Context: an optimization exercise on an open-source flow, tuned for small area and a short achievable clock period. The choices shown serve that exercise and are no tape-out recipe. RTL that was checked went through simulation tests only; none was proved equivalent to the original. No functional check of the RTL was part of runs 1 and 5. The clock cells of runs 1, 2 and 5 come from the design's own scripts or RTL, not from TritonCTS. The flow treats the clock pin as an ideal source. Dropping or thinning the clock tree relies on that and would not hold on a real chip. Power and IR drop assume default switching activity.

===== design/flow/design.v =====
    localparam int bf16_man_w = 7;        
    localparam int bf16_bias  = 127;
    localparam logic [7:0] exp_tiny = 8'd118;    
    localparam logic [7:0] exp_huge = 8'd134;    
    localparam logic [15:0] bf16_one  = 16'h3f80;
    localparam logic [15:0] bf16_pinf = 16'h7f80;
    localparam logic [15:0] bf16_qnan = 16'h7fc0;
    localparam logic [15:0] bf16_zero = 16'h0000;
    localparam int frac_w  = 16;
    localparam int fix_w   = 8 + frac_w;      
    localparam int unit_w  = frac_w + 1;      
    localparam int shift_w = 10;              
    localparam logic [unit_w-1:0] log2e_fix = 17'h17154;     
    localparam logic [unit_w-1:0] ln2_fix   = 17'h0b172;     
    localparam logic [unit_w-1:0] one_fix   = 17'h10000;
`default_nettype none
module exp_range_reduce
(
    input  logic        sgn,
    input  logic [6:0]  man,
    output logic [22:0] pp
);
    logic [3:0]  sel_hi;
    logic [22:0] p_hi;
    logic [18:0] p_lo;
    assign sel_hi = {sgn, man[6:4]};
    assign p_hi =
        ({23{sel_hi == 4'd0}} & 23'h2e2a80) |
        ({23{sel_hi == 4'd1}} & 23'h33efd0) |
        ({23{sel_hi == 4'd2}} & 23'h39b520) |
        ({23{sel_hi == 4'd3}} & 23'h3f7a70) |
        ({23{sel_hi == 4'd4}} & 23'h453fc0) |
        ({23{sel_hi == 4'd5}} & 23'h4b0510) |
        ({23{sel_hi == 4'd6}} & 23'h50ca60) |
        ({23{sel_hi == 4'd7}} & 23'h568fb0) |
        ({23{sel_hi == 4'd8}} & 23'h2e2a7f) |
        ({23{sel_hi == 4'd9}} & 23'h33efcf) |
        ({23{sel_hi == 4'd10}} & 23'h39b51f) |
        ({23{sel_hi == 4'd11}} & 23'h3f7a6f) |
        ({23{sel_hi == 4'd12}} & 23'h453fbf) |
        ({23{sel_hi == 4'd13}} & 23'h4b050f) |
        ({23{sel_hi == 4'd14}} & 23'h50ca5f) |
        ({23{sel_hi == 4'd15}} & 23'h568faf);
    assign p_lo =
        ({19{man[3:0] == 4'd0}} & 19'h00000) |
        ({19{man[3:0] == 4'd1}} & 19'h05c55) |
        ({19{man[3:0] == 4'd2}} & 19'h0b8aa) |
        ({19{man[3:0] == 4'd3}} & 19'h114ff) |
        ({19{man[3:0] == 4'd4}} & 19'h17154) |
        ({19{man[3:0] == 4'd5}} & 19'h1cda9) |
        ({19{man[3:0] == 4'd6}} & 19'h229fe) |
        ({19{man[3:0] == 4'd7}} & 19'h28653) |
        ({19{man[3:0] == 4'd8}} & 19'h2e2a8) |
        ({19{man[3:0] == 4'd9}} & 19'h33efd) |
        ({19{man[3:0] == 4'd10}} & 19'h39b52) |
        ({19{man[3:0] == 4'd11}} & 19'h3f7a7) |
        ({19{man[3:0] == 4'd12}} & 19'h453fc) |
        ({19{man[3:0] == 4'd13}} & 19'h4b051) |
        ({19{man[3:0] == 4'd14}} & 19'h50ca6) |
        ({19{man[3:0] == 4'd15}} & 19'h568fb);
    assign pp = p_hi + {4'b0, p_lo};
endmodule
`default_nettype wire
`default_nettype none
module exp_horner_stage
(
    input  logic [6:0] f_hi,     
    output logic [3:0] dip,      
    output logic [6:0] thr1,     
    output logic [6:0] thr2
);
    always_comb
    begin
        case (f_hi)
        7'd0: begin dip = 4'd0; thr1 = 7'd92; thr2 = 7'd127; end
        7'd1: begin dip = 4'd0; thr1 = 7'd127; thr2 = 7'd127; end
        7'd2: begin dip = 4'd1; thr1 = 7'd19; thr2 = 7'd127; end
        7'd3: begin dip = 4'd1; thr1 = 7'd71; thr2 = 7'd127; end
        7'd4: begin dip = 4'd1; thr1 = 7'd127; thr2 = 7'd127; end
        7'd5: begin dip = 4'd1; thr1 = 7'd127; thr2 = 7'd127; end
        7'd6: begin dip = 4'd2; thr1 = 7'd47; thr2 = 7'd127; end
        7'd7: begin dip = 4'd2; thr1 = 7'd99; thr2 = 7'd127; end
        7'd8: begin dip = 4'd2; thr1 = 7'd127; thr2 = 7'd127; end
        7'd9: begin dip = 4'd3; thr1 = 7'd23; thr2 = 7'd127; end
        7'd10: begin dip = 4'd3; thr1 = 7'd67; thr2 = 7'd127; end
        7'd11: begin dip = 4'd3; thr1 = 7'd111; thr2 = 7'd127; end
        7'd12: begin dip = 4'd3; thr1 = 7'd127; thr2 = 7'd127; end
        7'd13: begin dip = 4'd4; thr1 = 7'd31; thr2 = 7'd127; end
        7'd14: begin dip = 4'd4; thr1 = 7'd71; thr2 = 7'd127; end
        7'd15: begin dip = 4'd4; thr1 = 7'd111; thr2 = 7'd127; end
        7'd16: begin dip = 4'd4; thr1 = 7'd127; thr2 = 7'd127; end
        7'd17: begin dip = 4'd5; thr1 = 7'd27; thr2 = 7'd127; end
        7'd18: begin dip = 4'd5; thr1 = 7'd63; thr2 = 7'd127; end
        7'd19: begin dip = 4'd5; thr1 = 7'd103; thr2 = 7'd127; end
        7'd20: begin dip = 4'd5; thr1 = 7'd127; thr2 = 7'd127; end
        7'd21: begin dip = 4'd6; thr1 = 7'd13; thr2 = 7'd127; end
        7'd22: begin dip = 4'd6; thr1 = 7'd47; thr2 = 7'd127; end
        7'd23: begin dip = 4'd6; thr1 = 7'd87; thr2 = 7'd127; end
        7'd24: begin dip = 4'd6; thr1 = 7'd119; thr2 = 7'd127; end
        7'd25: begin dip = 4'd6; thr1 = 7'd127; thr2 = 7'd127; end
        7'd26: begin dip = 4'd7; thr1 = 7'd23; thr2 = 7'd127; end
        7'd27: begin dip = 4'd7; thr1 = 7'd55; thr2 = 7'd127; end
        7'd28: begin dip = 4'd7; thr1 = 7'd95; thr2 = 7'd127; end
        7'd29: begin dip = 4'd7; thr1 = 7'd115; thr2 = 7'd127; end
        7'd30: begin dip = 4'd7; thr1 = 7'd127; thr2 = 7'd127; end
        7'd31: begin dip = 4'd8; thr1 = 7'd15; thr2 = 7'd127; end
        7'd32: begin dip = 4'd8; thr1 = 7'd47; thr2 = 7'd127; end
        7'd33: begin dip = 4'd8; thr1 = 7'd71; thr2 = 7'd127; end
        7'd34: begin dip = 4'd8; thr1 = 7'd99; thr2 = 7'd127; end
        7'd35: begin dip = 4'd8; thr1 = 7'd127; thr2 = 7'd127; end
        7'd36: begin dip = 4'd8; thr1 = 7'd127; thr2 = 7'd127; end
        7'd37: begin dip = 4'd9; thr1 = 7'd15; thr2 = 7'd127; end
        7'd38: begin dip = 4'd9; thr1 = 7'd31; thr2 = 7'd127; end
        7'd39: begin dip = 4'd9; thr1 = 7'd59; thr2 = 7'd127; end
        7'd40: begin dip = 4'd9; thr1 = 7'd79; thr2 = 7'd127; end
        7'd41: begin dip = 4'd9; thr1 = 7'd95; thr2 = 7'd127; end
        7'd42: begin dip = 4'd9; thr1 = 7'd119; thr2 = 7'd127; end
        7'd43: begin dip = 4'd9; thr1 = 7'd127; thr2 = 7'd127; end
        7'd44: begin dip = 4'd10; thr1 = 7'd7; thr2 = 7'd127; end
        7'd45: begin dip = 4'd10; thr1 = 7'd31; thr2 = 7'd127; end
        7'd46: begin dip = 4'd10; thr1 = 7'd39; thr2 = 7'd127; end
        7'd47: begin dip = 4'd10; thr1 = 7'd47; thr2 = 7'd127; end
        7'd48: begin dip = 4'd10; thr1 = 7'd71; thr2 = 7'd127; end
        7'd49: begin dip = 4'd10; thr1 = 7'd79; thr2 = 7'd127; end
        7'd50: begin dip = 4'd10; thr1 = 7'd95; thr2 = 7'd127; end
        7'd51: begin dip = 4'd10; thr1 = 7'd109; thr2 = 7'd127; end
        7'd52: begin dip = 4'd10; thr1 = 7'd111; thr2 = 7'd127; end
        7'd53: begin dip = 4'd10; thr1 = 7'd127; thr2 = 7'd127; end
        7'd54: begin dip = 4'd11; thr1 = 7'd3; thr2 = 7'd127; end
        7'd55: begin dip = 4'd11; thr1 = 7'd15; thr2 = 7'd127; end
        7'd56: begin dip = 4'd11; thr1 = 7'd21; thr2 = 7'd127; end
        7'd57: begin dip = 4'd11; thr1 = 7'd31; thr2 = 7'd127; end
        7'd58: begin dip = 4'd11; thr1 = 7'd35; thr2 = 7'd127; end
        7'd59: begin dip = 4'd11; thr1 = 7'd47; thr2 = 7'd127; end
        7'd60: begin dip = 4'd11; thr1 = 7'd47; thr2 = 7'd127; end
        7'd61: begin dip = 4'd11; thr1 = 7'd55; thr2 = 7'd127; end
        7'd62: begin dip = 4'd11; thr1 = 7'd55; thr2 = 7'd127; end
        7'd63: begin dip = 4'd11; thr1 = 7'd59; thr2 = 7'd127; end
        7'd64: begin dip = 4'd11; thr1 = 7'd63; thr2 = 7'd127; end
        7'd65: begin dip = 4'd11; thr1 = 7'd63; thr2 = 7'd127; end
        7'd66: begin dip = 4'd11; thr1 = 7'd63; thr2 = 7'd127; end
        7'd67: begin dip = 4'd11; thr1 = 7'd63; thr2 = 7'd127; end
        7'd68: begin dip = 4'd11; thr1 = 7'd63; thr2 = 7'd127; end
        7'd69: begin dip = 4'd11; thr1 = 7'd71; thr2 = 7'd127; end
        7'd70: begin dip = 4'd11; thr1 = 7'd63; thr2 = 7'd127; end
        7'd71: begin dip = 4'd11; thr1 = 7'd59; thr2 = 7'd127; end
        7'd72: begin dip = 4'd11; thr1 = 7'd59; thr2 = 7'd127; end
        7'd73: begin dip = 4'd11; thr1 = 7'd55; thr2 = 7'd127; end
        7'd74: begin dip = 4'd11; thr1 = 7'd49; thr2 = 7'd127; end
        7'd75: begin dip = 4'd11; thr1 = 7'd47; thr2 = 7'd127; end
        7'd76: begin dip = 4'd11; thr1 = 7'd47; thr2 = 7'd127; end
        7'd77: begin dip = 4'd11; thr1 = 7'd33; thr2 = 7'd127; end
        7'd78: begin dip = 4'd11; thr1 = 7'd23; thr2 = 7'd127; end
        7'd79: begin dip = 4'd10; thr1 = 7'd127; thr2 = 7'd127; end
        7'd80: begin dip = 4'd11; thr1 = 7'd15; thr2 = 7'd127; end
        7'd81: begin dip = 4'd10; thr1 = 7'd119; thr2 = 7'd127; end
        7'd82: begin dip = 4'd10; thr1 = 7'd115; thr2 = 7'd127; end
        7'd83: begin dip = 4'd10; thr1 = 7'd103; thr2 = 7'd127; end
        7'd84: begin dip = 4'd10; thr1 = 7'd79; thr2 = 7'd127; end
        7'd85: begin dip = 4'd10; thr1 = 7'd79; thr2 = 7'd127; end
        7'd86: begin dip = 4'd10; thr1 = 7'd67; thr2 = 7'd127; end
        7'd87: begin dip = 4'd10; thr1 = 7'd63; thr2 = 7'd127; end
        7'd88: begin dip = 4'd10; thr1 = 7'd39; thr2 = 7'd127; end
        7'd89: begin dip = 4'd10; thr1 = 7'd27; thr2 = 7'd127; end
        7'd90: begin dip = 4'd10; thr1 = 7'd11; thr2 = 7'd127; end
        7'd91: begin dip = 4'd9; thr1 = 7'd111; thr2 = 7'd127; end
        7'd92: begin dip = 4'd9; thr1 = 7'd95; thr2 = 7'd127; end
        7'd93: begin dip = 4'd9; thr1 = 7'd77; thr2 = 7'd127; end
        7'd94: begin dip = 4'd9; thr1 = 7'd59; thr2 = 7'd127; end
        7'd95: begin dip = 4'd9; thr1 = 7'd31; thr2 = 7'd127; end
        7'd96: begin dip = 4'd9; thr1 = 7'd31; thr2 = 7'd127; end
        7'd97: begin dip = 4'd9; thr1 = 7'd3; thr2 = 7'd127; end
        7'd98: begin dip = 4'd8; thr1 = 7'd95; thr2 = 7'd127; end
        7'd99: begin dip = 4'd8; thr1 = 7'd79; thr2 = 7'd127; end
        7'd100: begin dip = 4'd8; thr1 = 7'd55; thr2 = 7'd127; end
        7'd101: begin dip = 4'd8; thr1 = 7'd31; thr2 = 7'd127; end
        7'd102: begin dip = 4'd8; thr1 = 7'd15; thr2 = 7'd115; end
        7'd103: begin dip = 4'd7; thr1 = 7'd95; thr2 = 7'd127; end
        7'd104: begin dip = 4'd7; thr1 = 7'd71; thr2 = 7'd127; end
        7'd105: begin dip = 4'd7; thr1 = 7'd47; thr2 = 7'd127; end
        7'd106: begin dip = 4'd7; thr1 = 7'd27; thr2 = 7'd127; end
        7'd107: begin dip = 4'd7; thr1 = 7'd7; thr2 = 7'd111; end
        7'd108: begin dip = 4'd6; thr1 = 7'd79; thr2 = 7'd127; end
        7'd109: begin dip = 4'd6; thr1 = 7'd63; thr2 = 7'd127; end
        7'd110: begin dip = 4'd6; thr1 = 7'd27; thr2 = 7'd127; end
        7'd111: begin dip = 4'd6; thr1 = 7'd3; thr2 = 7'd101; end
        7'd112: begin dip = 4'd5; thr1 = 7'd79; thr2 = 7'd127; end
        7'd113: begin dip = 4'd5; thr1 = 7'd47; thr2 = 7'd127; end
        7'd114: begin dip = 4'd5; thr1 = 7'd23; thr2 = 7'd119; end
        7'd115: begin dip = 4'd4; thr1 = 7'd87; thr2 = 7'd127; end
        7'd116: begin dip = 4'd4; thr1 = 7'd63; thr2 = 7'd127; end
        7'd117: begin dip = 4'd4; thr1 = 7'd29; thr2 = 7'd127; end
        7'd118: begin dip = 4'd3; thr1 = 7'd99; thr2 = 7'd127; end
        7'd119: begin dip = 4'd3; thr1 = 7'd63; thr2 = 7'd127; end
        7'd120: begin dip = 4'd3; thr1 = 7'd31; thr2 = 7'd127; end
        7'd121: begin dip = 4'd3; thr1 = 7'd3; thr2 = 7'd95; end
        7'd122: begin dip = 4'd2; thr1 = 7'd63; thr2 = 7'd127; end
        7'd123: begin dip = 4'd2; thr1 = 7'd31; thr2 = 7'd127; end
        7'd124: begin dip = 4'd1; thr1 = 7'd91; thr2 = 7'd127; end
        7'd125: begin dip = 4'd1; thr1 = 7'd59; thr2 = 7'd127; end
        7'd126: begin dip = 4'd1; thr1 = 7'd23; thr2 = 7'd117; end
        7'd127: begin dip = 4'd0; thr1 = 7'd83; thr2 = 7'd127; end
        default: begin dip = 4'd0; thr1 = 7'd0; thr2 = 7'd0; end
        endcase
    end
endmodule
`default_nettype wire
`default_nettype none
module exp_result_pack
(
    input  logic [7:0]  n,           
    input  logic [6:0]  bh,          
    input  logic [3:0]  dip,         
    input  logic [1:0]  inc,         
    input  logic        sgn,
    input  logic        f_nan,       
    input  logic        sat_def,     
    input  logic        sat_edge,    
    output logic [15:0] res
);
    localparam int bf16_man_w = 7;        
    localparam int bf16_bias  = 127;
    localparam logic [7:0] exp_tiny = 8'd118;    
    localparam logic [7:0] exp_huge = 8'd134;    
    localparam logic [15:0] bf16_one  = 16'h3f80;
    localparam logic [15:0] bf16_pinf = 16'h7f80;
    localparam logic [15:0] bf16_qnan = 16'h7fc0;
    localparam logic [15:0] bf16_zero = 16'h0000;
    localparam int frac_w  = 16;
    localparam int fix_w   = 8 + frac_w;      
    localparam int unit_w  = frac_w + 1;      
    localparam int shift_w = 10;              
    localparam logic [unit_w-1:0] log2e_fix = 17'h17154;     
    localparam logic [unit_w-1:0] ln2_fix   = 17'h0b172;     
    localparam logic [unit_w-1:0] one_fix   = 17'h10000;
    logic [7:0]  g;          
    logic [8:0]  e_sum;
    logic [14:0] sum;
    logic        carry;
    logic        sat;
    assign g     = {1'b0, bh} - {4'b0, dip} + {7'b0, inc[1]} + {7'b0, inc[0]};
    assign carry = g[7];
    assign e_sum = {n, 1'b1} + {8'(bf16_bias), carry};
    assign sum   = {e_sum[8:1], g[6:0]};
    assign sat   = sat_def || (sat_edge && (carry ^ sgn));
    always_comb
    begin
        if (f_nan)
            res = bf16_qnan;
        else if (sat)
            res = sgn ? bf16_zero : bf16_pinf;
        else
            res = {1'b0, sum};
    end
endmodule
`default_nettype wire
`default_nettype none
module exp_bf16_top
(
    input  logic        clk,
    input  logic        rst,
    input  logic        valid_i,
    input  logic [15:0] data_i,
    output logic        valid_o,
    output logic [15:0] data_o
);
    localparam int bf16_man_w = 7;        
    localparam int bf16_bias  = 127;
    localparam logic [7:0] exp_tiny = 8'd118;    
    localparam logic [7:0] exp_huge = 8'd134;    
    localparam logic [15:0] bf16_one  = 16'h3f80;
    localparam logic [15:0] bf16_pinf = 16'h7f80;
    localparam logic [15:0] bf16_qnan = 16'h7fc0;
    localparam logic [15:0] bf16_zero = 16'h0000;
    localparam int frac_w  = 16;
    localparam int fix_w   = 8 + frac_w;      
    localparam int unit_w  = frac_w + 1;      
    localparam int shift_w = 10;              
    localparam logic [unit_w-1:0] log2e_fix = 17'h17154;     
    localparam logic [unit_w-1:0] ln2_fix   = 17'h0b172;     
    localparam logic [unit_w-1:0] one_fix   = 17'h10000;
    logic [4:0] v;       
    always_ff @(posedge clk)
    begin
        if (rst)
            v <= '0;
        else
            v <= {v[3:0], valid_i};
    end
    assign valid_o = v[4];
    logic [15:0] d1;
    always_ff @(posedge clk)
        d1 <= data_i;
    logic        sgn;
    logic [7:0]  exp_b;
    logic [6:0]  man;
    logic [22:0] pp_c;
    assign sgn   = d1[15];
    assign exp_b = d1[14:7];
    assign man   = d1[6:0];
    exp_range_reduce i_reduce
    (
        .sgn (sgn),
        .man (man),
        .pp  (pp_c)
    );
    logic        s2;
    logic        nan2;
    logic        sat2;
    logic        one2;
    logic [3:0]  sh2;
    logic [22:0] pp2;
    always_ff @(posedge clk)
    begin
        s2   <= sgn;
        nan2 <= exp_b == 8'hff && man != '0;
        sat2 <= exp_b >= exp_huge;
        one2 <= exp_b < exp_tiny;
        sh2  <= exp_b[3:0] - 4'd6;       
        pp2  <= pp_c;
    end
    logic [22:0] px_c;       
    logic [37:0] q_c;
    logic [21:0] t_c;        
    assign px_c = pp2 ^ {23{s2}};
    assign q_c  = {{15{s2}}, px_c} << sh2;
    assign t_c  = q_c[37:16];
    logic        s3;
    logic        nan3;
    logic        one3;
    logic [6:0]  f3_hi;      
    logic [6:0]  f3_lo;      
    logic [7:0]  n3;         
    always_ff @(posedge clk)
    begin
        s3    <= s2 && !one2;
        nan3  <= nan2;
        one3  <= one2;
        f3_hi <= t_c[13:7];
        f3_lo <= one2 ? 7'd0 : t_c[6:0];
        n3    <= one2 ? 8'd0 : sat2 ? {8{!s2}} : t_c[21:14];
    end
    logic [6:0]  fh_c;
    logic [3:0]  dip_c;
    logic [6:0]  thr1_c;
    logic [6:0]  thr2_c;
    assign fh_c = f3_hi & ~{7{one3}};
    exp_horner_stage i_tab
    (
        .f_hi (fh_c),
        .dip  (dip_c),
        .thr1 (thr1_c),
        .thr2 (thr2_c)
    );
    logic        s4;
    logic        nan4;
    logic [6:0]  bh4;
    logic [3:0]  dip4;
    logic [1:0]  inc4;
    logic [7:0]  e4;         
    logic        sat_def4;
    logic        sat_edge4;
    always_ff @(posedge clk)
    begin
        s4        <= s3;
        nan4      <= nan3;
        bh4       <= fh_c;
        dip4      <= dip_c;
        inc4      <= {f3_lo > thr2_c, f3_lo > thr1_c};
        e4        <= n3;
        sat_def4  <= s3 ? n3 <= 8'd128 : n3 >= 8'd128;
        sat_edge4 <= s3 ? n3 == 8'd129 : n3 == 8'd127;
    end
    logic [15:0] res_c;
    exp_result_pack i_pack
    (
        .n        (e4),
        .bh       (bh4),
        .dip      (dip4),
        .inc      (inc4),
        .sgn      (s4),
        .f_nan    (nan4),
        .sat_def  (sat_def4),
        .sat_edge (sat_edge4),
        .res      (res_c)
    );
    always_ff @(posedge clk)
        data_o <= res_c;
endmodule
`default_nettype wire

===== design/flow/flow/run.sh =====
#!/bin/bash
# The standard layout, with three changes to how it is made (the clock
# period and every constraint stay the design's):
# - repair_timing aims for more setup slack than the design's period leaves;
# - the ports get plain buffers instead of delay cells;
# - the clock network is four clock buffers fed by the clock port, one per
#   quarter of the registers, instead of TritonCTS's two-level H-tree
#   (flow/clock_pre_cts.tcl).
set -euo pipefail
here=$(pwd)
bash standard.sh SETUP_SLACK_MARGIN=8.6 \
  "BUFFER_PORTS_ARGS=-buffer_cell sky130_fd_sc_hd__buf_1" \
  "PRE_CTS_TCL=$here/flow/clock_pre_cts.tcl" \
  finish > standard_flow.log 2>&1

===== design/flow/flow/clock_pre_cts.tcl =====
# Clock network in place of TritonCTS: the clock port drives four
# clkbuf_16, one per quarter of the registers (split at the median x, then
# at the median y of each half), each placed at the centre of its
# registers. Every register is one buffer away from the port, so the
# clock arrives at them all alike. Sourced by ORFS's cts.tcl as
# PRE_CTS_TCL; clock_tree_synthesis is then skipped, and the rest of
# cts.tcl (legalisation, repair_timing) runs as usual.
set block [ord::get_db_block]
set db [ord::get_db]
set clknet [$block findNet clk]
set master [$db findMaster sky130_fd_sc_hd__clkbuf_16]
set sinks {}
foreach it [$clknet getITerms] {
  set b [[$it getInst] getBBox]
  lappend sinks [list $it [expr {([$b xMin] + [$b xMax]) / 2}] [expr {([$b yMin] + [$b yMax]) / 2}]]
}
proc halves {items idx} {
  set s [lsort -integer -index $idx $items]
  set h [expr {[llength $s] / 2}]
  return [list [lrange $s 0 [expr {$h - 1}]] [lrange $s $h end]]
}
set groups {}
foreach half [halves $sinks 1] {
  foreach q [halves $half 2] { lappend groups $q }
}
set k 0
foreach g $groups {
  set sx 0; set sy 0
  foreach s $g { set sx [expr {$sx + [lindex $s 1]}]; set sy [expr {$sy + [lindex $s 2]}] }
  set n [llength $g]
  set inst [odb::dbInst_create $block $master clkbuf_q$k]
  $inst setLocation [expr {$sx / $n}] [expr {$sy / $n}]
  $inst setPlacementStatus PLACED
  set net [odb::dbNet_create $block clknet_q$k]
  $net setSigType CLOCK
  [$inst findITerm A] connect $clknet
  [$inst findITerm X] connect $net
  foreach s $g { set it [lindex $s 0]; $it disconnect; $it connect $net }
  puts "clock buffer clkbuf_q$k: $n registers"
  incr k
}
proc clock_tree_synthesis {args} {
  puts "clock_tree_synthesis skipped: the clock network was built by clock_pre_cts.tcl"
}

===== design/flow/standard.sh =====
#!/bin/bash
# synth_recipe.tcl (not shown) runs the flow's synth.tcl, then flattens the netlist and writes it again
# the make line also repeats each setting of config.mk as NAME=value (left out here)
make -C /OpenROAD-flow-scripts/flow DESIGN_CONFIG=/design/flow/config.mk WORK_HOME=/design/flow/orfs CLKGATE_MAP_FILE= SYNTH_SCRIPT=/design/flow/synth_recipe.tcl "${@:-finish}"

===== design/flow/config.mk =====
export PLATFORM = sky130hd
export DESIGN_NAME = exp_bf16_top
export DESIGN_NICKNAME = exp_bf16_top
export VERILOG_FILES = /design/flow/design.v
export SDC_FILE = /design/flow/constraint.sdc
export NUM_CORES = 4
export LEC_CHECK = 0
export ABC_AREA = 1
export CAP_MARGIN = 20
export CORE_MARGIN = 2
export CORE_UTILIZATION = 60
export CTS_BUF_LIST = sky130_fd_sc_hd__clkbuf_8
export CTS_CLUSTER_SIZE = 30
export SLEW_MARGIN = 20

===== design/flow/constraint.sdc =====
create_clock -name core_clock -period 11.5 [get_ports {clk}]
set_input_delay 2.3000 -clock core_clock [delete_from_list [all_inputs] [get_ports {clk}]]
set_output_delay 2.3000 -clock core_clock [all_outputs]
set_load 0.01 [all_outputs]

==> results.cfg, run 1 <==
[setup_path]
path_cells = buf_6
critPathKind = reg -> out
path_buf_inv = 1
startpoint_type = flop
cp_top_family = flip-flops
arrival_ns = 0.61
crit_slowest_cell = dfxtp_2
worstPathRequired_ns = 9.20
worstPathMaxFanout = 1
cp_slowest_stage_delay_ns = 0.33
end_kind = output port

[layout]
num-nets-final = 1255
drive_above_1_share_pct = 7.39
area_delta_synth_final_pct = 5.74
antennaDiodeCount = 0

[grt]
grt.busiest_layer = met2
gr-usage-met3_pct = 3.14
grtUsageMet2_pct = 47.0
grt-ovfl-total = 0
grt_pass1_vias = 7026
track_usage_pct = 27.5
grt_max_degree = 37
grt_antenna_before_repair = 0
grt_pass1_wl_um = 32800
use_met1_pct = 35.6

[job]
drv_cap = 0

[routing]
post_drt_wl_per_cell_um = 14.6
routed_via_density = 5.73
drtAntennaViolNets = 0
initialDrtViolationCount = 947
totalWireLength_um = 19700
num_vias = 7731
drc = 0
drtPass1Iterations = 8

[sta]
worstMarginPinSlew_ns = 0.804
grt_setup_unrepaired = true
clock_skew_ns = 0.0157
hold_viol_final = 0
slew_viol_final = 0
finalCritPeriodShare_pct = 25.3
relSlewSlack_pct = 46.3
fmax_mhz = 343
layout_min_cycle_time_ns = 2.91
finalSetupViolations = 0
timing.setup.tns_ns = 0

[cts]
cts_hold_buf = 0
clk_latency_ns = 0.17
path_clk_slew_ns = 0.11

[logic_synthesis]
netlist_area_um2 = 7830
postSynth.asyncResetShare_pct = 0
ys.flop_type = dfxtp_1
synth_nets = 1246
synth-edff-count = 0
synth-seq-area-share_pct = 29.7
ys_warn_count = 3
synthDistinctLibCells = 52
avgSynthCellArea_um2 = 6.69
netlist_instances = 1171
ys_ff_latch = 116

[pwr]
total_power_mw = 1.37
powerDensity_nw_per_um2 = 165
ir_drop_mv = 0.0936
p_leak_nw = 4.04

[floorplan]
io_pins = 36
row_count = 41
die_h_um = 118
die_width_um = 118
coreArea_um2 = 12700
dieArea_um2 = 14000
start_util_pct = 61.8

[hold_path]
hold_class = reg -> reg

[run_status]
status = timing/DRC/antenna clean

[placement]
dp_hpwl_um = 15000
gp_congestion = 1.13
port_buffers = 34
-- final timing paths --
| check | start | endpoint | slack [ns] | depth (start not counted) |
|---|---|---|---|---|
| worst max-delay path | data_o[3] | data_o[3] | 8.59 | 1 |
| worst min-delay path | nan3 | nan4 | 0.34 | 0 |
| worst max register to register | f3_hi[1] | inc4[0] | 8.65 | 17 |
| worst min register to register | nan3 | nan4 | 0.34 | 0 |
-- synth_stat cells, types with 8 or more instances --
library cell	count	share of area (%)
xor2_1	24	2.7
ha_1	53	8.5
o211ai_1	21	2.0
xnor2_1	20	2.2
nor2_1	88	4.2
a21oi_1	59	3.8
nand3_1	130	8.3
nand4_1	8	0.64
nand2_1	312	15
clkbuf_1	11	0.53
inv_2	8	0.38
buf_2	23	1.5
dfxtp_1	116	30
a31oi_1	10	0.80
inv_1	123	5.9
nor3_1	11	0.70
o21ai_1	12	0.77
o21ai_0	69	4.4
-- report_power, final --
part	internal, mW	switching, mW	leakage, nW	total, mW
registers	0.484	0.0549	0.971	0.539
clock network	0.0644	0.0966	0.0493	0.161
logic	0.250	0.418	3.02	0.668
-- through the flow --
stage	hold slack (ns)	util [%]	area, um^2	cells	worst slack [ns]
4_1_cts	0.316	63.5	8050	1338	8.60
6_report	0.337	65.3	8280	1350	8.59
3_3_place_gp	0.312	62.6	7940	1334	8.20
3_5_place_dp	0.316	62.6	7940	1334	8.26
5_1_grt	0.352	65.3	8280	1350	8.56
2_1_floorplan	0.310	-	7830	1171	8.87
-- state kept, by name, indices dropped and copies added (netlist names), 2 cells and up --
name,count
bh4,7
d1,16
data_o,15
dip4,4
e4,8
f3_hi,7
f3_lo,7
inc4,2
n3,8
pp2,22
sh2,4
v,5
-- cells in the final DEF, fill, tap and decap left out, types with 6 or more instances in the layout --
cell type and n:
nand2_1 309, nand3_1 130, inv_1 116, dfxtp_1 110, nor2_1 85, o21ai_0 66, a21oi_1 58, ha_1 48
xor2_1 24, o211ai_1 21, xnor2_1 20, buf_1 18, o21ai_1 15, buf_2 14, buf_4 13, nor3_1 11
a31oi_1 10, inv_2 8, nand4_1 8, nand2_2 6, dfxtp_2 6
-- kinds of logic (layout without fill, tap and decap cells) --
kind of cell,count (synthesis),in the layout,share of synthesized area [%]
XOR/XNOR,45,45,5.13
AO/OA/AOI/OAI,208,208,15.6
AND/OR/NAND/NOR,570,570,31.0
buffers and inverters,175,182,9.41
adder cells (fa/ha/maj),56,56,9.24
other,1,1,0.0479
flip-flops,116,116,29.7
-- metal layers --
layer / wire, um / share of wire (%)
met1: 8240 / 42
met2: 8980 / 46
met3: 1490 / 7.6
met4: 975 / 5.0
met5: 0 / 0
-- cell type report --
type                    count  area [um^2]
fillers                  1190         4390
inverters                 131          514
multi-input cells         880         4860
repair buffers             47          258
plain buffers               4          100
well taps                 172          215
flip-flops and latches    116         2330
-- timing repair --
| item | CTS | global route |
|---|---|---|
| pin swaps | 0 | 4 |
| resized for setup | 7 | 70 |
| buffers inserted | 0 | 12 |
| endpoints found under the setup margin | 1 | 23 |
==> inputs of run 2 (changes only) <==
--- a/design/flow/design.v
+++ b/design/flow/design.v
@@ -208,7 +208,7 @@
 `default_nettype none
 module exp_result_pack
 (
-    input  logic [7:0]  n,           
+    input  logic [7:0]  e_pre,       
     input  logic [6:0]  bh,          
     input  logic [3:0]  dip,         
     input  logic [1:0]  inc,         
@@ -234,14 +234,12 @@
     localparam logic [unit_w-1:0] ln2_fix   = 17'h0b172;     
     localparam logic [unit_w-1:0] one_fix   = 17'h10000;
     logic [7:0]  g;          
-    logic [8:0]  e_sum;
     logic [14:0] sum;
     logic        carry;
     logic        sat;
     assign g     = {1'b0, bh} - {4'b0, dip} + {7'b0, inc[1]} + {7'b0, inc[0]};
     assign carry = g[7];
-    assign e_sum = {n, 1'b1} + {8'(bf16_bias), carry};
-    assign sum   = {e_sum[8:1], g[6:0]};
+    assign sum   = {e_pre + {7'b0, carry}, g[6:0]};
     assign sat   = sat_def || (sat_edge && (carry ^ sgn));
     always_comb
     begin
@@ -279,15 +277,15 @@
     localparam logic [unit_w-1:0] log2e_fix = 17'h17154;     
     localparam logic [unit_w-1:0] ln2_fix   = 17'h0b172;     
     localparam logic [unit_w-1:0] one_fix   = 17'h10000;
-    logic [4:0] v;       
+    logic [5:0] v;       
     always_ff @(posedge clk)
     begin
         if (rst)
             v <= '0;
         else
-            v <= {v[3:0], valid_i};
+            v <= {v[4:0], valid_i};
     end
-    assign valid_o = v[4];
+    assign valid_o = v[5];
     logic [15:0] d1;
     always_ff @(posedge clk)
         d1 <= data_i;
@@ -357,7 +355,7 @@
     logic [6:0]  bh4;
     logic [3:0]  dip4;
     logic [1:0]  inc4;
-    logic [7:0]  e4;         
+    logic [7:0]  e4;
     logic        sat_def4;
     logic        sat_edge4;
     always_ff @(posedge clk)
@@ -367,14 +365,14 @@
         bh4       <= fh_c;
         dip4      <= dip_c;
         inc4      <= {f3_lo > thr2_c, f3_lo > thr1_c};
-        e4        <= n3;
+        e4        <= n3 + 8'(bf16_bias);
         sat_def4  <= s3 ? n3 <= 8'd128 : n3 >= 8'd128;
         sat_edge4 <= s3 ? n3 == 8'd129 : n3 == 8'd127;
     end
     logic [15:0] res_c;
     exp_result_pack i_pack
     (
-        .n        (e4),
+        .e_pre    (e4),
         .bh       (bh4),
         .dip      (dip4),
         .inc      (inc4),
@@ -384,7 +382,11 @@
         .sat_edge (sat_edge4),
         .res      (res_c)
     );
+    logic [15:0] res5;
     always_ff @(posedge clk)
-        data_o <= res_c;
+    begin
+        res5   <= res_c;
+        data_o <= res5;
+    end
 endmodule
 `default_nettype wire
==> run 2 against run 1 <==
  * Via count increased by 1.2%
  * Worst hold slack got worse by 0.011 ns
  * Highest routed layer unchanged
  * Largest power group unchanged
  * Maximum frequency is 0.79% lower
  * Critical path depth is the same
  * Still clean
  * Cell area rose by 4.8%
  * Synthesized area is 5.1% higher
  * Sequential cell count grew 16
  * Setup slack got worse by 0.023 ns
  * Sequential share of layout area grew 2.6 points
==> results.cfg, run 2 <==
[logic_synthesis]
synthTopCellsByCount = 291 x nand2_1, 132 x dfxtp_1, 126 x nand3_1
ys_ff_latch = 132
synth_top_cell_by_area = dfxtp_1
avgSynthCellArea_um2 = 6.96
netlist.area_leader.share_pct = 32.1
synthDistinctLibCells = 51
synth-seq-area-share_pct = 32.1
postSynth.asyncResetShare_pct = 0
synth_nets = 1261
netlist_area_um2 = 8230
synth-edff-count = 0
ys.flop_type = dfxtp_1
netlist_instances = 1183
synthTopCellsByArea = dfxtp_1 32%, nand2_1 13%, ha_1 8.5%
ys_warn_count = 3
synth.most_common_cell = nand2_1

[setup_path]
r2r_start = one3
r2r_cells = 14
worstReg2RegEnd = inc4[0]
path_cells = buf_2
worstPathMaxFanout = 1
crit_cells = 1
path_buf_inv = 1
worstSetupStartpoint = data_o[11]
critPathKind = reg -> out
arrival_ns = 0.64
cp_top_family = flip-flops
crit_slowest_cell = dfxtp_1
r2r_setup_slack_ns = 8.70
end_kind = output port
cp_slowest_stage_delay_ns = 0.34
startpoint_type = flop
endpoint = data_o[11]
worstPathRequired_ns = 9.20

[pwr]
ir_drop_mv = 0.0890
total_power_mw = 1.51
p_leak_nw = 4.15
powerDensity_nw_per_um2 = 174

[floorplan]
io_pins = 36
die_h_um = 121
start_util_pct = 61.9
coreArea_um2 = 13300
die_width_um = 121
dieArea_um2 = 14700
row_count = 42

[grt]
use_met1_pct = 36.4
gr-usage-met3_pct = 2.44
grt.busiest_layer = met2
track_usage_pct = 27.8
grt_pass1_wl_um = 33500
grt_pass1_vias = 6980
grt-ovfl-total = 0
grtUsageMet2_pct = 47.8
grt_max_degree = 37
grt_antenna_before_repair = 0

[run_status]
status = timing/DRC/antenna clean

[cts]
clk_latency_ns = 0.18
path_clk_slew_ns = 0.12
cts_hold_buf = 0

[routing]
drtAntennaViolNets = 0
routed_via_density = 5.73
drc = 0
num_vias = 7820
drtPass1Iterations = 6
initialDrtViolationCount = 948
totalWireLength_um = 20900
post_drt_wl_per_cell_um = 15.3

[sta]
grt_setup_unrepaired = true
worstMarginPinSlew_ns = 0.818
hold_viol_final = 0
fmax_mhz = 341
layout_min_cycle_time_ns = 2.94
finalSetupViolations = 0
relSlewSlack_pct = 45.4
timing.setup.tns_ns = 0
clock_skew_ns = 0.0171
slew_viol_final = 0
fin_hold_ws_ns = 0.327
finalCritPeriodShare_pct = 25.5

[layout]
num-nets-final = 1269
layout.cells.non_filler = 1365
antennaDiodeCount = 0
drive_above_1_share_pct = 6.81
fin_area_um2 = 8670
mostFrequentLayoutCells = 289 x nand2_1, 126 x nand3_1, 118 x dfxtp_1
biggestRegsByFlops = pp2 x22, d1 x16
regMostFlops = pp2
area_delta_synth_final_pct = 5.41
largest_reg_flops = 22
final_common_cell = nand2_1

[hold_path]
hold_class = reg -> reg
min_from = res5[3]

[placement]
place_area_um2 = 8350
dp_hpwl_um = 15700
dp_cells = 1353
gp_congestion = 1.05
port_buffers = 34

[job]
drv_cap = 0
run 2: cell types whose count changed in the layout (fill, tap and decap cells not counted), sizes merged, moves of 3 or more:
cell,before,now
nand3,132,128
nand2,319,301
xor2,25,31
ha,53,56
inv,129,124
a31oi,10,13
buf,47,42
dfxtp,116,132
a21oi,59,67
nor4,4,7
run 2: area by class of cell:
class | count | area (um^2)
timing repair buffer | 42 | 251
tap | 176 | 220
multi-input combinational | 884 | 4950
fill | 1192 | 4620
sequential | 132 | 2660
buffer | 4 | 100
inverter | 127 | 490
run 2: worst min path at each step:
stage | to | cells after the start
global placement | data_o[13] | 0
floorplan | data_o[0] | 0
finish | data_o[3] | 0
global route | data_o[11] | 0
CTS | data_o[7] | 0
detailed placement | data_o[12] | 0
run 2: through the flow:
stage               utilization [%]  setup WS [ns]
floorplan                         -           8.87
global placement               62.8           8.20
detailed placement             62.8           8.29
CTS                            63.9           8.63
global route                   65.2           8.54
finish                         65.2           8.56
run 2: routing by layer:
layer | vias up | share of wire, %
li1 | 3931 | -
met1 | 3470 | 42
met2 | 341 | 46
met3 | 78 | 7.1
met4 | 0 | 4.1
met5 | - | 0
run 2: cells by family after synthesis:
kind of cell	count (synthesis)	share of synthesized area [%]
AND/OR/NAND/NOR	551	28.9
AO/OA/AOI/OAI	217	15.2
buffers and inverters	169	8.73
flip-flops	132	32.1
adder cells (fa/ha/maj)	59	9.25
XOR/XNOR	52	5.54
multiplexers	2	0.243
other	1	0.0456
run 2: power by group:
group | switching, mW | internal (mW) | total (mW) | leakage, nW
Sequential | 0.0667 | 0.570 | 0.637 | 1.11
Combinational | 0.433 | 0.262 | 0.696 | 3.00
Clock | 0.113 | 0.0651 | 0.178 | 0.0493
Total | 0.612 | 0.898 | 1.51 | 4.15
run 2: repair_timing:
| item | 4_1_cts | 5_1_grt |
|---|---|---|
| endpoints found under the setup margin | 3 | 25 |
| pin swaps | 0 | 2 |
| gates resized for setup | 9 | 68 |
| gates cloned | 0 | 2 |
| setup buffers | 3 | 3 |
==> inputs of run 3 (changes only) <==
--- a/design/flow/design.v
+++ b/design/flow/design.v
@@ -277,15 +277,15 @@
     localparam logic [unit_w-1:0] log2e_fix = 17'h17154;     
     localparam logic [unit_w-1:0] ln2_fix   = 17'h0b172;     
     localparam logic [unit_w-1:0] one_fix   = 17'h10000;
-    logic [5:0] v;       
+    logic [4:0] v;       
     always_ff @(posedge clk)
     begin
         if (rst)
             v <= '0;
         else
-            v <= {v[4:0], valid_i};
+            v <= {v[3:0], valid_i};
     end
-    assign valid_o = v[5];
+    assign valid_o = v[4];
     logic [15:0] d1;
     always_ff @(posedge clk)
         d1 <= data_i;
@@ -382,11 +382,7 @@
         .sat_edge (sat_edge4),
         .res      (res_c)
     );
-    logic [15:0] res5;
     always_ff @(posedge clk)
-    begin
-        res5   <= res_c;
-        data_o <= res5;
-    end
+        data_o <= res_c;
 endmodule
 `default_nettype wire
==> design/flow/flow/run.sh (replaced) <==
#!/bin/bash
# The standard layout, with repair_timing aiming for more setup slack than
# the design's period leaves, so that the achieved period gets shorter, and
# plain buffers (not delay cells) on the ports. The clock period and every
# constraint stay the design's.
set -euo pipefail
bash standard.sh SETUP_SLACK_MARGIN=8.2 "BUFFER_PORTS_ARGS=-buffer_cell sky130_fd_sc_hd__buf_1" finish > standard_flow.log 2>&1
removed: design/flow/flow/clock_pre_cts.tcl
==> run 3 against run 2 <==
  * Sequential power fell by 15%
  * Still clean
  * First-iteration DRC count down 3.5%
  * Synthesized cell count is 0.51% lower
  * Largest power group unchanged
  * Worst hold slack improved by 0.012 ns
  * Wire length down 3.6%
  * Register-to-register slack lost 0.23 ns
  * Setup slack worse by 0.27 ns
  * Largest cell class unchanged
  * Cell area decreased by 1.4%
  * Utilization rose by 0.11 points
  * Clock skew is 0.0085 ns lower
  * Sequential cell count is 16 lower
==> results.cfg, run 3 <==
[run_status]
status = timing/DRC/antenna clean

[floorplan]
io_pins = 36
coreArea_um2 = 13100
row_count = 42
die_width_um = 119
dieArea_um2 = 14200
die_h_um = 119
start_util_pct = 60.9

[logic_synthesis]
synthTopCellsByCount = 291 x nand2_1, 131 x nand3_1, 118 x inv_1
synth-seq-area-share_pct = 29.1
avgSynthCellArea_um2 = 6.77
netlist_instances = 1177
synth_top_cell_by_area = dfxtp_1
postSynth.asyncResetShare_pct = 0
netlist_area_um2 = 7970
synthDistinctLibCells = 53
ys_ff_latch = 116
ys.flop_type = dfxtp_1
synth.most_common_cell = nand2_1
netlist.area_leader.share_pct = 29.1
ys_warn_count = 3
synth_nets = 1255
synthTopCellsByArea = dfxtp_1 29%, nand2_1 14%, ha_1 8.8%
synth-edff-count = 0

[layout]
mostFrequentLayoutCells = 291 x nand2_1, 131 x nand3_1, 118 x inv_1
largest_reg_flops = 22
n_fill_cell = 1217
antennaDiodeCount = 0
biggestRegsByFlops = pp2 x22, d1 x16, data_o x15
area_delta_synth_final_pct = 7.32
num-nets-final = 1267
drive_above_1_share_pct = 6.24
regArea_um2 = 2320
multi_input_area_um2 = 4910
final_common_cell = nand2_1
finalCoreUtilization_pct = 65.3
regMostFlops = pp2

[sta]
layout_min_cycle_time_ns = 3.20
worstMarginPinSlew_ns = 0.828
hold_viol_final = 0
grt_setup_unrepaired = false
finalCritPeriodShare_pct = 27.8
finalSetupViolations = 0
fmax_mhz = 312
clock_skew_ns = 0.00866
slew_viol_final = 0
timing.setup.tns_ns = 0
fin_ws_ns = 8.30
fin_hold_ws_ns = 0.338
relSlewSlack_pct = 44.7

[setup_path]
path_buf_inv = 1
startpoint_type = flop
path_cells = buf_1
critPathKind = reg -> out
cp_slowest_stage_delay_ns = 0.32
arrival_ns = 0.90
end_kind = output port
crit_slowest_cell = dfxtp_1
worstPathMaxFanout = 1
cp_top_family = flip-flops
worstPathRequired_ns = 9.20

[grt]
track_usage_pct = 29.5
grt_pass1_wl_um = 34000
grt_pass1_vias = 7219
grt_antenna_before_repair = 0
grt-ovfl-total = 0
grt_max_degree = 37

[cts]
postCtsSetupRepairBufs = 0
cts_hold_buf = 0
cts_max_level = 4
numCtsBuffers = 17
path_clk_slew_ns = 0.08
cts.sinks = 116
clockBufferDepth = 2
clk_latency_ns = 0.44
cts_tree = yes
root_buffer = clkbuf_8

[placement]
post-place-ws_ns = 8.48
port_buffers = 34
dp_hpwl_um = 15100
gp_congestion = 0.992

[routing]
drtPass1Iterations = 5
routed_via_density = 5.63
initialDrtViolationCount = 915
drc = 0
drtAntennaViolNets = 0
totalWireLength_um = 20200
post_drt_wl_per_cell_um = 14.6
num_vias = 7756

[pwr]
powerDensity_nw_per_um2 = 193
ir_drop_mv = 0.0880
p_leak_nw = 4.10

[job]
drv_cap = 0

[hold_path]
hold_class = reg -> reg
==> run 3: worst paths after layout <==
kind,startpoint,to,slack [ns],depth (start not counted)
worst max-delay path,data_o[9],data_o[9],8.30,1
worst min-delay path,nan2,nan3,0.34,0
worst max register to register,one3,inc4[0],8.47,17
worst min register to register,nan2,nan3,0.34,0
==> run 3: cell type report <==
| type | count | area share (%) |
|---|---|---|
| flip-flops and latches | 116 | 27.2 |
| clock inverters | 15 | 2.82 |
| inverters | 129 | 5.69 |
| multi-input cells | 890 | 57.4 |
| clock buffers | 17 | 2.74 |
| repair buffers | 35 | 1.58 |
| well taps | 176 | 2.58 |
==> run 3: report_power, final <==
group          internal, mW  total [mW]  switching (mW)
Clock                 0.264       0.452           0.188
Combinational         0.238       0.658           0.420
Sequential            0.490       0.544          0.0544
==> run 3: layer usage <==
layer  share of wire, %  vias to the layer above  global-route usage, %
met3                6.6                       57                   6.13
met2                 47                      311                   49.5
met4                3.4                        0                   13.1
li1                   -                     3926                      -
met5                  0                        -                      0
met1                 43                     3462                   36.6
==> run 3: repair_timing <==
action                                  in CTS  in global routing
resized for setup                            0                  2
endpoints found under the setup margin       0                  1
endpoints found under the hold margin        0                  0
==> run 3: stage by stage <==
stage	instances	power, mW	area (um^2)
floorplan	1177	1.05	7970
global placement	1346	1.19	8070
CTS	1378	1.65	8550
finish	1378	1.65	8550
detailed placement	1346	1.19	8070
global route	1378	1.78	8550
==> run 3: kinds of logic (layout without fill, tap and decap cells) <==
kind of cell | Yosys count | in the layout | share of synthesized area (%)
flip-flops | 116 | 116 | 29.1
buffers and inverters | 171 | 196 | 9.28
multiplexers | 2 | 2 | 0.251
XOR/XNOR | 48 | 48 | 5.28
adder cells (fa/ha/maj) | 59 | 59 | 9.55
other | 1 | 1 | 0.0471
AND/OR/NAND/NOR | 570 | 570 | 31.5
AO/OA/AOI/OAI | 210 | 210 | 15.0
==> inputs of run 4 (changes only) <==
--- a/design/flow/design.v
+++ b/design/flow/design.v
@@ -277,15 +277,15 @@
     localparam logic [unit_w-1:0] log2e_fix = 17'h17154;     
     localparam logic [unit_w-1:0] ln2_fix   = 17'h0b172;     
     localparam logic [unit_w-1:0] one_fix   = 17'h10000;
-    logic [4:0] v;       
+    logic [7:0] v;       
     always_ff @(posedge clk)
     begin
         if (rst)
             v <= '0;
         else
-            v <= {v[3:0], valid_i};
+            v <= {v[6:0], valid_i};
     end
-    assign valid_o = v[4];
+    assign valid_o = v[7];
     logic [15:0] d1;
     always_ff @(posedge clk)
         d1 <= data_i;
@@ -382,7 +382,11 @@
         .sat_edge (sat_edge4),
         .res      (res_c)
     );
+    logic [2:0][15:0] res_q;
     always_ff @(posedge clk)
-        data_o <= res_c;
+    begin
+        res_q  <= {res_q[1:0], res_c};
+        data_o <= res_q[2];
+    end
 endmodule
 `default_nettype wire
==> design/flow/flow/run.sh (replaced) <==
#!/bin/bash
# The standard layout, with two changes to how it is made (the clock period
# and every constraint stay the design's):
# - repair_timing aims for more setup slack than the design's period leaves;
# - the ports get plain buffers instead of delay cells.
set -euo pipefail
bash standard.sh SETUP_SLACK_MARGIN=8.3 \
  "BUFFER_PORTS_ARGS=-buffer_cell sky130_fd_sc_hd__buf_1" \
  finish > standard_flow.log 2>&1
==> run 4 against run 3 <==
  * Largest cell class unchanged
  * Count of clock-buffer cells in the layout did not move
  * Setup slack got worse by 0.025 ns
  * Critical path type unchanged
  * Utilization rose by 0.86 points
  * Power rose by 14%
==> results.cfg, run 4 <==
[run_status]
status = timing/DRC/antenna clean

[setup_path]
startpoint_type = flop
cp_slowest_stage_delay_ns = 0.33
crit_slowest_cell = dfxtp_1
critPathKind = reg -> out
path_cells = buf_2
arrival_ns = 0.93
end_kind = output port
worstPathMaxFanout = 1
worstPathRequired_ns = 9.20
cp_top_family = flip-flops
path_buf_inv = 1

[floorplan]
dieArea_um2 = 16000
coreArea_um2 = 14600
io_pins = 36
die_width_um = 127
row_count = 44
die_h_um = 127
start_util_pct = 61.8

[pwr]
switchingPower_mw = 0.750
p_comb_share_pct = 36.3
pwr-share-seq_pct = 41.8
total_power_mw = 1.89
ir_drop_mv = 0.110
powerDensity_nw_per_um2 = 195
p_leak_nw = 4.63
clock_power_share_pct = 21.9
sw_frac_of_total_pct = 39.7
p_int_mw = 1.14

[logic_synthesis]
ys.flop_type = dfxtp_1
synth-seq-area-share_pct = 36.4
avgSynthCellArea_um2 = 7.15
netlist_instances = 1260
synth-edff-count = 0
synthTopCellsByArea = dfxtp_1 36%, nand2_1 13%, ha_1 7.8%
synth_top_cell_by_area = dfxtp_1
postSynth.asyncResetShare_pct = 0
ys_warn_count = 3
ys_ff_latch = 164
netlist.area_leader.share_pct = 36.4
synth.most_common_cell = nand2_1
synthTopCellsByCount = 310 x nand2_1, 164 x dfxtp_1, 137 x nand3_1
synth_nets = 1338
netlist_area_um2 = 9010
synthDistinctLibCells = 54

[routing]
totalWireLength_um = 21900
drtPass1Iterations = 5
routed_via_density = 5.60
post_drt_wl_per_cell_um = 14.8
num_vias = 8250
drc = 0
initialDrtViolationCount = 752
drtAntennaViolNets = 0

[layout]
final_common_cell = nand2_1
num-nets-final = 1355
largest_reg_flops = 45
regMostFlops = res_q
drive_above_1_share_pct = 7.29
biggestRegsByFlops = res_q x45, pp2 x22, d1 x16
mostFrequentLayoutCells = 309 x nand2_1, 158 x dfxtp_1, 137 x nand3_1
area_delta_synth_final_pct = 7.21
antennaDiodeCount = 0

[placement]
dp_hpwl_um = 16500
port_buffers = 34
gp_congestion = 1.01

[grt]
grt_pass1_vias = 7792
track_usage_pct = 28.0
grt_antenna_before_repair = 0
grt-ovfl-total = 0
grt_max_degree = 36
grt_pass1_wl_um = 36400

[hold_path]
hold_class = reg -> reg

[cts]
cts_tree = yes
cts_hold_buf = 0
path_clk_slew_ns = 0.10
postCtsSetupRepairBufs = 0
root_buffer = clkbuf_8
cts_max_level = 4
clockBufferDepth = 2
clk_latency_ns = 0.47
numCtsBuffers = 17
cts.sinks = 164

[sta]
hold_viol_final = 0
finalSetupViolations = 0
clock_skew_ns = 0.0158
worstMarginPinSlew_ns = 0.863
fmax_mhz = 310
timing.setup.tns_ns = 0
layout_min_cycle_time_ns = 3.23
relSlewSlack_pct = 42.4
finalCritPeriodShare_pct = 28.1
grt_setup_unrepaired = true
slew_viol_final = 0

[job]
drv_cap = 0
-- run 4: final cells by class --
class / count / area [um^2]
multi-input combinational: 923 / 5020
fill: 1332 / 4930
sequential: 164 / 3290
inverter: 136 / 515
clock buffer: 17 / 234
tap: 184 / 230
clock inverter: 15 / 183
timing repair buffer: 35 / 180
-- run 4: per-layer routing --
| metal | part of all wire, % | vias up | global-route usage (%) |
|---|---|---|---|
| met5 | 0 | - | 0 |
| met4 | 3.8 | 0 | 12.2 |
| met3 | 7.1 | 82 | 5.27 |
| met2 | 47 | 376 | 48.7 |
| met1 | 42 | 3605 | 33.9 |
| li1 | - | 4187 | - |
-- run 4: worst paths after layout --
check,from,to,slack (ns),cells past startpoint
setup reg to reg,f3_hi[1],inc4[0],8.54,17
hold / removal,res_q[41],data_o[9],0.32,0
hold reg to reg,res_q[41],data_o[9],0.32,0
setup / recovery,data_o[10],data_o[10],8.27,1
-- run 4: what timing repair did --
| action | CTS | global route |
|---|---|---|
| endpoints found under the hold margin | 0 | 0 |
| cloned | 0 | 1 |
| endpoints found under the setup margin | 17 | 24 |
| resized for setup | 21 | 10 |
| pin swaps | 0 | 1 |
-- run 4: cells by family (layout without fill, tap and decap cells) --
logic type | after synthesis | count (layout) | share of synthesized area, %
and+or+nand+nor | 615 | 616 | 29.4
AOI/OAI and AO/OA | 196 | 196 | 12.6
buffers and inverters | 174 | 203 | 8.07
DFF | 164 | 164 | 36.4
adders and majority gates | 59 | 59 | 8.44
xor gates and xnor gates | 49 | 49 | 4.76
muxes | 2 | 2 | 0.222
other | 1 | 1 | 0.0416
-- run 4: power groups by stage --
stage                     combinational, mW  clock (mW)  sequential [mW]
after floorplan                       0.513           0            0.783
after global routing                  0.777       0.445            0.807
after detailed placement              0.655           0            0.802
final                                 0.684       0.414            0.789
after CTS                             0.668       0.424            0.790
after global placement                0.655           0            0.797
-- run 4: stage by stage --
step | hold slack, ns | std cells | setup slack [ns] | area, um^2 | utilization, %
after floorplan | 0.310 | 1260 | 8.81 | 9010 | -
after global placement | 0.310 | 1441 | 8.28 | 9160 | 62.8
after detailed placement | 0.312 | 1441 | 8.26 | 9160 | 62.8
after CTS | 0.328 | 1473 | 8.26 | 9620 | 65.9
after global routing | 0.337 | 1474 | 8.24 | 9660 | 66.2
final | 0.323 | 1474 | 8.27 | 9660 | 66.2
==> inputs of run 5 (changes only) <==
--- a/design/flow/design.v
+++ b/design/flow/design.v
@@ -18,12 +18,14 @@
 (
     input  logic        sgn,
     input  logic [6:0]  man,
-    output logic [22:0] pp
+    output logic [22:0] px           
 );
     logic [3:0]  sel_hi;
+    logic [4:0]  sel_lo;
     logic [22:0] p_hi;
-    logic [18:0] p_lo;
+    logic [22:0] p_lo;
     assign sel_hi = {sgn, man[6:4]};
+    assign sel_lo = {sgn, man[3:0]};
     assign p_hi =
         ({23{sel_hi == 4'd0}} & 23'h2e2a80) |
         ({23{sel_hi == 4'd1}} & 23'h33efd0) |
@@ -33,32 +35,48 @@
         ({23{sel_hi == 4'd5}} & 23'h4b0510) |
         ({23{sel_hi == 4'd6}} & 23'h50ca60) |
         ({23{sel_hi == 4'd7}} & 23'h568fb0) |
-        ({23{sel_hi == 4'd8}} & 23'h2e2a7f) |
-        ({23{sel_hi == 4'd9}} & 23'h33efcf) |
-        ({23{sel_hi == 4'd10}} & 23'h39b51f) |
-        ({23{sel_hi == 4'd11}} & 23'h3f7a6f) |
-        ({23{sel_hi == 4'd12}} & 23'h453fbf) |
-        ({23{sel_hi == 4'd13}} & 23'h4b050f) |
-        ({23{sel_hi == 4'd14}} & 23'h50ca5f) |
-        ({23{sel_hi == 4'd15}} & 23'h568faf);
+        ({23{sel_hi == 4'd8}} & 23'h51d580) |
+        ({23{sel_hi == 4'd9}} & 23'h4c1030) |
+        ({23{sel_hi == 4'd10}} & 23'h464ae0) |
+        ({23{sel_hi == 4'd11}} & 23'h408590) |
+        ({23{sel_hi == 4'd12}} & 23'h3ac040) |
+        ({23{sel_hi == 4'd13}} & 23'h34faf0) |
+        ({23{sel_hi == 4'd14}} & 23'h2f35a0) |
+        ({23{sel_hi == 4'd15}} & 23'h297050);
     assign p_lo =
-        ({19{man[3:0] == 4'd0}} & 19'h00000) |
-        ({19{man[3:0] == 4'd1}} & 19'h05c55) |
-        ({19{man[3:0] == 4'd2}} & 19'h0b8aa) |
-        ({19{man[3:0] == 4'd3}} & 19'h114ff) |
-        ({19{man[3:0] == 4'd4}} & 19'h17154) |
-        ({19{man[3:0] == 4'd5}} & 19'h1cda9) |
-        ({19{man[3:0] == 4'd6}} & 19'h229fe) |
-        ({19{man[3:0] == 4'd7}} & 19'h28653) |
-        ({19{man[3:0] == 4'd8}} & 19'h2e2a8) |
-        ({19{man[3:0] == 4'd9}} & 19'h33efd) |
-        ({19{man[3:0] == 4'd10}} & 19'h39b52) |
-        ({19{man[3:0] == 4'd11}} & 19'h3f7a7) |
-        ({19{man[3:0] == 4'd12}} & 19'h453fc) |
-        ({19{man[3:0] == 4'd13}} & 19'h4b051) |
-        ({19{man[3:0] == 4'd14}} & 19'h50ca6) |
-        ({19{man[3:0] == 4'd15}} & 19'h568fb);
-    assign pp = p_hi + {4'b0, p_lo};
+        ({23{sel_lo == 5'd0}} & 23'h000000) |
+        ({23{sel_lo == 5'd1}} & 23'h005c55) |
+        ({23{sel_lo == 5'd2}} & 23'h00b8aa) |
+        ({23{sel_lo == 5'd3}} & 23'h0114ff) |
+        ({23{sel_lo == 5'd4}} & 23'h017154) |
+        ({23{sel_lo == 5'd5}} & 23'h01cda9) |
+        ({23{sel_lo == 5'd6}} & 23'h0229fe) |
+        ({23{sel_lo == 5'd7}} & 23'h028653) |
+        ({23{sel_lo == 5'd8}} & 23'h02e2a8) |
+        ({23{sel_lo == 5'd9}} & 23'h033efd) |
+        ({23{sel_lo == 5'd10}} & 23'h039b52) |
+        ({23{sel_lo == 5'd11}} & 23'h03f7a7) |
+        ({23{sel_lo == 5'd12}} & 23'h0453fc) |
+        ({23{sel_lo == 5'd13}} & 23'h04b051) |
+        ({23{sel_lo == 5'd14}} & 23'h050ca6) |
+        ({23{sel_lo == 5'd15}} & 23'h0568fb) |
+        ({23{sel_lo == 5'd16}} & 23'h000000) |
+        ({23{sel_lo == 5'd17}} & 23'h7fa3ab) |
+        ({23{sel_lo == 5'd18}} & 23'h7f4756) |
+        ({23{sel_lo == 5'd19}} & 23'h7eeb01) |
+        ({23{sel_lo == 5'd20}} & 23'h7e8eac) |
+        ({23{sel_lo == 5'd21}} & 23'h7e3257) |
+        ({23{sel_lo == 5'd22}} & 23'h7dd602) |
+        ({23{sel_lo == 5'd23}} & 23'h7d79ad) |
+        ({23{sel_lo == 5'd24}} & 23'h7d1d58) |
+        ({23{sel_lo == 5'd25}} & 23'h7cc103) |
+        ({23{sel_lo == 5'd26}} & 23'h7c64ae) |
+        ({23{sel_lo == 5'd27}} & 23'h7c0859) |
+        ({23{sel_lo == 5'd28}} & 23'h7bac04) |
+        ({23{sel_lo == 5'd29}} & 23'h7b4faf) |
+        ({23{sel_lo == 5'd30}} & 23'h7af35a) |
+        ({23{sel_lo == 5'd31}} & 23'h7a9705);
+    assign px = p_hi + p_lo;
 endmodule
 `default_nettype wire
 `default_nettype none
@@ -277,22 +295,22 @@
     localparam logic [unit_w-1:0] log2e_fix = 17'h17154;     
     localparam logic [unit_w-1:0] ln2_fix   = 17'h0b172;     
     localparam logic [unit_w-1:0] one_fix   = 17'h10000;
-    logic [7:0] v;       
+    logic [4:0] v;       
     always_ff @(posedge clk)
     begin
         if (rst)
             v <= '0;
         else
-            v <= {v[6:0], valid_i};
+            v <= {v[3:0], valid_i};
     end
-    assign valid_o = v[7];
+    assign valid_o = v[4];
     logic [15:0] d1;
     always_ff @(posedge clk)
         d1 <= data_i;
     logic        sgn;
     logic [7:0]  exp_b;
     logic [6:0]  man;
-    logic [22:0] pp_c;
+    logic [22:0] px_c;
     assign sgn   = d1[15];
     assign exp_b = d1[14:7];
     assign man   = d1[6:0];
@@ -300,14 +318,14 @@
     (
         .sgn (sgn),
         .man (man),
-        .pp  (pp_c)
+        .px  (px_c)
     );
     logic        s2;
     logic        nan2;
     logic        sat2;
     logic        one2;
     logic [3:0]  sh2;
-    logic [22:0] pp2;
+    logic [22:0] px2;
     always_ff @(posedge clk)
     begin
         s2   <= sgn;
@@ -315,13 +333,11 @@
         sat2 <= exp_b >= exp_huge;
         one2 <= exp_b < exp_tiny;
         sh2  <= exp_b[3:0] - 4'd6;       
-        pp2  <= pp_c;
+        px2  <= px_c;
     end
-    logic [22:0] px_c;       
     logic [37:0] q_c;
     logic [21:0] t_c;        
-    assign px_c = pp2 ^ {23{s2}};
-    assign q_c  = {{15{s2}}, px_c} << sh2;
+    assign q_c  = {{15{s2}}, px2} << sh2;
     assign t_c  = q_c[37:16];
     logic        s3;
     logic        nan3;
@@ -382,11 +398,7 @@
         .sat_edge (sat_edge4),
         .res      (res_c)
     );
-    logic [2:0][15:0] res_q;
     always_ff @(posedge clk)
-    begin
-        res_q  <= {res_q[1:0], res_c};
-        data_o <= res_q[2];
-    end
+        data_o <= res_c;
 endmodule
 `default_nettype wire
==> design/flow/flow/run.sh (replaced) <==
#!/bin/bash
# The standard layout, with three changes to how it is made (the clock
# period and every constraint stay the design's):
# - repair_timing aims for more setup slack than the design's period leaves;
# - the ports get plain buffers instead of delay cells;
# - the clock network is four clock buffers fed by the clock port, one per
#   quarter of the registers, instead of TritonCTS's two-level H-tree
#   (flow/clock_pre_cts.tcl).
set -euo pipefail
here=$(pwd)
bash standard.sh SETUP_SLACK_MARGIN=8.6 \
  "BUFFER_PORTS_ARGS=-buffer_cell sky130_fd_sc_hd__buf_1" \
  "PRE_CTS_TCL=$here/flow/clock_pre_cts.tcl" \
  finish > standard_flow.log 2>&1
==> design/flow/flow/clock_pre_cts.tcl (new file) <==
# Clock network in place of TritonCTS: the clock port drives four
# clkbuf_16, one per quarter of the registers (split at the median x, then
# at the median y of each half), each placed at the centre of its
# registers. Every register is one buffer away from the port, so the
# clock arrives at them all alike. Sourced by ORFS's cts.tcl as
# PRE_CTS_TCL; clock_tree_synthesis is then skipped, and the rest of
# cts.tcl (legalisation, repair_timing) runs as usual.
set block [ord::get_db_block]
set db [ord::get_db]
set clknet [$block findNet clk]
set master [$db findMaster sky130_fd_sc_hd__clkbuf_16]
set sinks {}
foreach it [$clknet getITerms] {
  set b [[$it getInst] getBBox]
  lappend sinks [list $it [expr {([$b xMin] + [$b xMax]) / 2}] [expr {([$b yMin] + [$b yMax]) / 2}]]
}
proc halves {items idx} {
  set s [lsort -integer -index $idx $items]
  set h [expr {[llength $s] / 2}]
  return [list [lrange $s 0 [expr {$h - 1}]] [lrange $s $h end]]
}
set groups {}
foreach half [halves $sinks 1] {
  foreach q [halves $half 2] { lappend groups $q }
}
set k 0
foreach g $groups {
  set sx 0; set sy 0
  foreach s $g { set sx [expr {$sx + [lindex $s 1]}]; set sy [expr {$sy + [lindex $s 2]}] }
  set n [llength $g]
  set inst [odb::dbInst_create $block $master clkbuf_q$k]
  $inst setLocation [expr {$sx / $n}] [expr {$sy / $n}]
  $inst setPlacementStatus PLACED
  set net [odb::dbNet_create $block clknet_q$k]
  $net setSigType CLOCK
  [$inst findITerm A] connect $clknet
  [$inst findITerm X] connect $net
  foreach s $g { set it [lindex $s 0]; $it disconnect; $it connect $net }
  puts "clock buffer clkbuf_q$k: $n registers"
  incr k
}
proc clock_tree_synthesis {args} {
  puts "clock_tree_synthesis skipped: the clock network was built by clock_pre_cts.tcl"
}
==> run 5 against run 4 <==
  * Largest cell class unchanged
  * Sequential share of layout area down 8.8 points
  * First-iteration DRC count up 12%
  * Still clean
  * Sequential power down 29%
  * Global-route usage up 1.4 points
  * Sequential cell count down 48
  * Setup slack better by 0.22 ns
  * Critical path depth up 19
==> results.cfg, run 5 <==
[sta]
clock_skew_ns = 0.0114
hold_viol_final = 0
relSlewSlack_pct = 46.8
worstMarginPinSlew_ns = 0.791
fin_hold_ws_ns = 0.340
slew_viol_final = 0

[hold_path]
hold_class = reg -> reg

[placement]
gp_congestion = 1.06
dp_hpwl_um = 16100
place_area_um2 = 8160
port_buffers = 34
dp_cells = 1384

[logic_synthesis]
synth_nets = 1284
postSynth.asyncResetShare_pct = 0
synth_fa_ha_area_share_pct = 9.43
netlist_instances = 1207
synthTopCellsByCount = 262 x nand2_1, 155 x inv_1, 127 x nor2_1
synth_compound_area_share_pct = 17.7
ys.flop_type = dfxtp_1
avgSynthCellArea_um2 = 6.57
synthTopCellsByArea = dfxtp_1 29%, nand2_1 12%, ha_1 8.7%
synth-edff-count = 0
synth.most_common_cell = nand2_1
ys_warn_count = 3

[routing]
totalWireLength_um = 23300
initialDrtViolationCount = 843
drtPass1Iterations = 7

[setup_path]
worstReg2RegEnd = px2[20]
critPathKind = reg -> reg
worstPathRequired_ns = 11.57
arrival_ns = 3.07
cp_slowest_stage_delay_ns = 0.41
r2r_start = d1[3]
crit_slowest_cell = dfxtp_4

[pwr]
p_leak_nw = 4.41

[floorplan]
dieArea_um2 = 14200
start_util_pct = 60.6

[job]
drv_cap = 0

[layout]
largest_reg_flops = 22
area_delta_synth_final_pct = 17.5
fin_area_um2 = 9320

[grt]
grt_max_degree = 30
grt_pass1_wl_um = 35300
grt_antenna_before_repair = 0
grtUsageMet2_pct = 52.0
track_usage_pct = 29.5
grt_pass1_vias = 7755

[run_status]
status = timing/DRC/antenna clean

[cts]
clk_latency_ns = 0.17
==> run 5: cell types whose count changed in the layout (fill, tap and decap cells not counted), moves of 11 or more <==
cell      before  now
nand3_1      137   64
xnor2_1       20    9
clkbuf_8      17    0
nand2_1      309  248
inv_1        123  143
ha_1          55   40
dfxtp_1      158  101
nor2_4         2   19
nand2_2        7   20
buf_4          1   43
o21ai_0       70  105
a21oi_1       59   71
==> run 5: per-stage QoR <==
| step | utilization (%) | setup WS (ns) |
|---|---|---|
| 2_1_floorplan | - | 8.81 |
| 3_3_place_gp | 62.3 | 8.06 |
| 3_5_place_dp | 62.3 | 7.94 |
| 4_1_cts | 64.9 | 8.56 |
| 5_1_grt | 71.2 | 8.35 |
| 6_report | 71.2 | 8.50 |
==> run 5: power breakdown <==
group          leakage (nW)  switching, mW  internal [mW]
registers             0.974         0.0611          0.497
clock network        0.0493         0.0954         0.0644
logic                  3.39          0.476          0.296
==> run 5: worst min-delay path by stage <==
stage               from   end  slack (ns)  cells after the start
floorplan           nan2  nan3        0.31                      0
global placement    nan2  nan3        0.31                      0
detailed placement  nan2  nan3        0.32                      0
CTS                 nan2  nan3        0.32                      0
global route        nan2  nan3        0.36                      0
finish              nan2  nan3        0.34                      0
==> run 5: repair_timing <==
item | 4_1_cts | 5_1_grt
cloned | 2 | 1
buffers inserted | 12 | 33
resized for setup | 41 | 163
pin swaps | 3 | 27
setup endpoints to repair | 19 | 42
==> run 5: per-layer routing <==
layer | share of wire (%) | wire (um) | vias up
met5 | 0 | 0 | -
met2 | 47 | 10900 | 539
li1 | - | - | 4106
met1 | 37 | 8710 | 3762
met3 | 9.0 | 2100 | 152
met4 | 6.6 | 1530 | 0
==> run 5: final cells by class <==
cell class | count | area, um^2 | share of cell area (%)
buffer | 4 | 100 | 1.07
inverter | 167 | 662 | 7.10
multi-input combinational | 887 | 5350 | 57.5
sequential | 116 | 2360 | 25.3
tap | 176 | 220 | 2.36
timing repair buffer | 83 | 606 | 6.50
timing repair inverter | 3 | 20.0 | 0.215
==> run 5: logic make-up (layout without fill, tap and decap cells) <==
logic type,count (synthesis),in the layout
and+or+nand+nor,550,550
AOI/OAI and AO/OA,247,247
buffers and inverters,204,257
DFF,116,116
adders and majority gates,58,58
xor gates and xnor gates,28,28
muxes,3,3
other,1,1
==> run 5: critical path: cells and delay by family (launching register included) <==
| family | cells | cell delay [ns] |
|---|---|---|
| buffers and inverters | 3 | 0.27 |
| adders and majority gates | 2 | 0.62 |
| AOI/OAI and AO/OA | 1 | 0.15 |
| DFF | 1 | 0.41 |
| and+or+nand+nor | 14 | 1.44 |

Setup slack of run 5, layout unchanged: 8.496 ns with ideal ports, 8.496 ns with driving cells assumed (clock clkbuf_16, inputs buf_2), 8.496 ns with port delays also shifted by the 0.246 ns mid clock arrival.
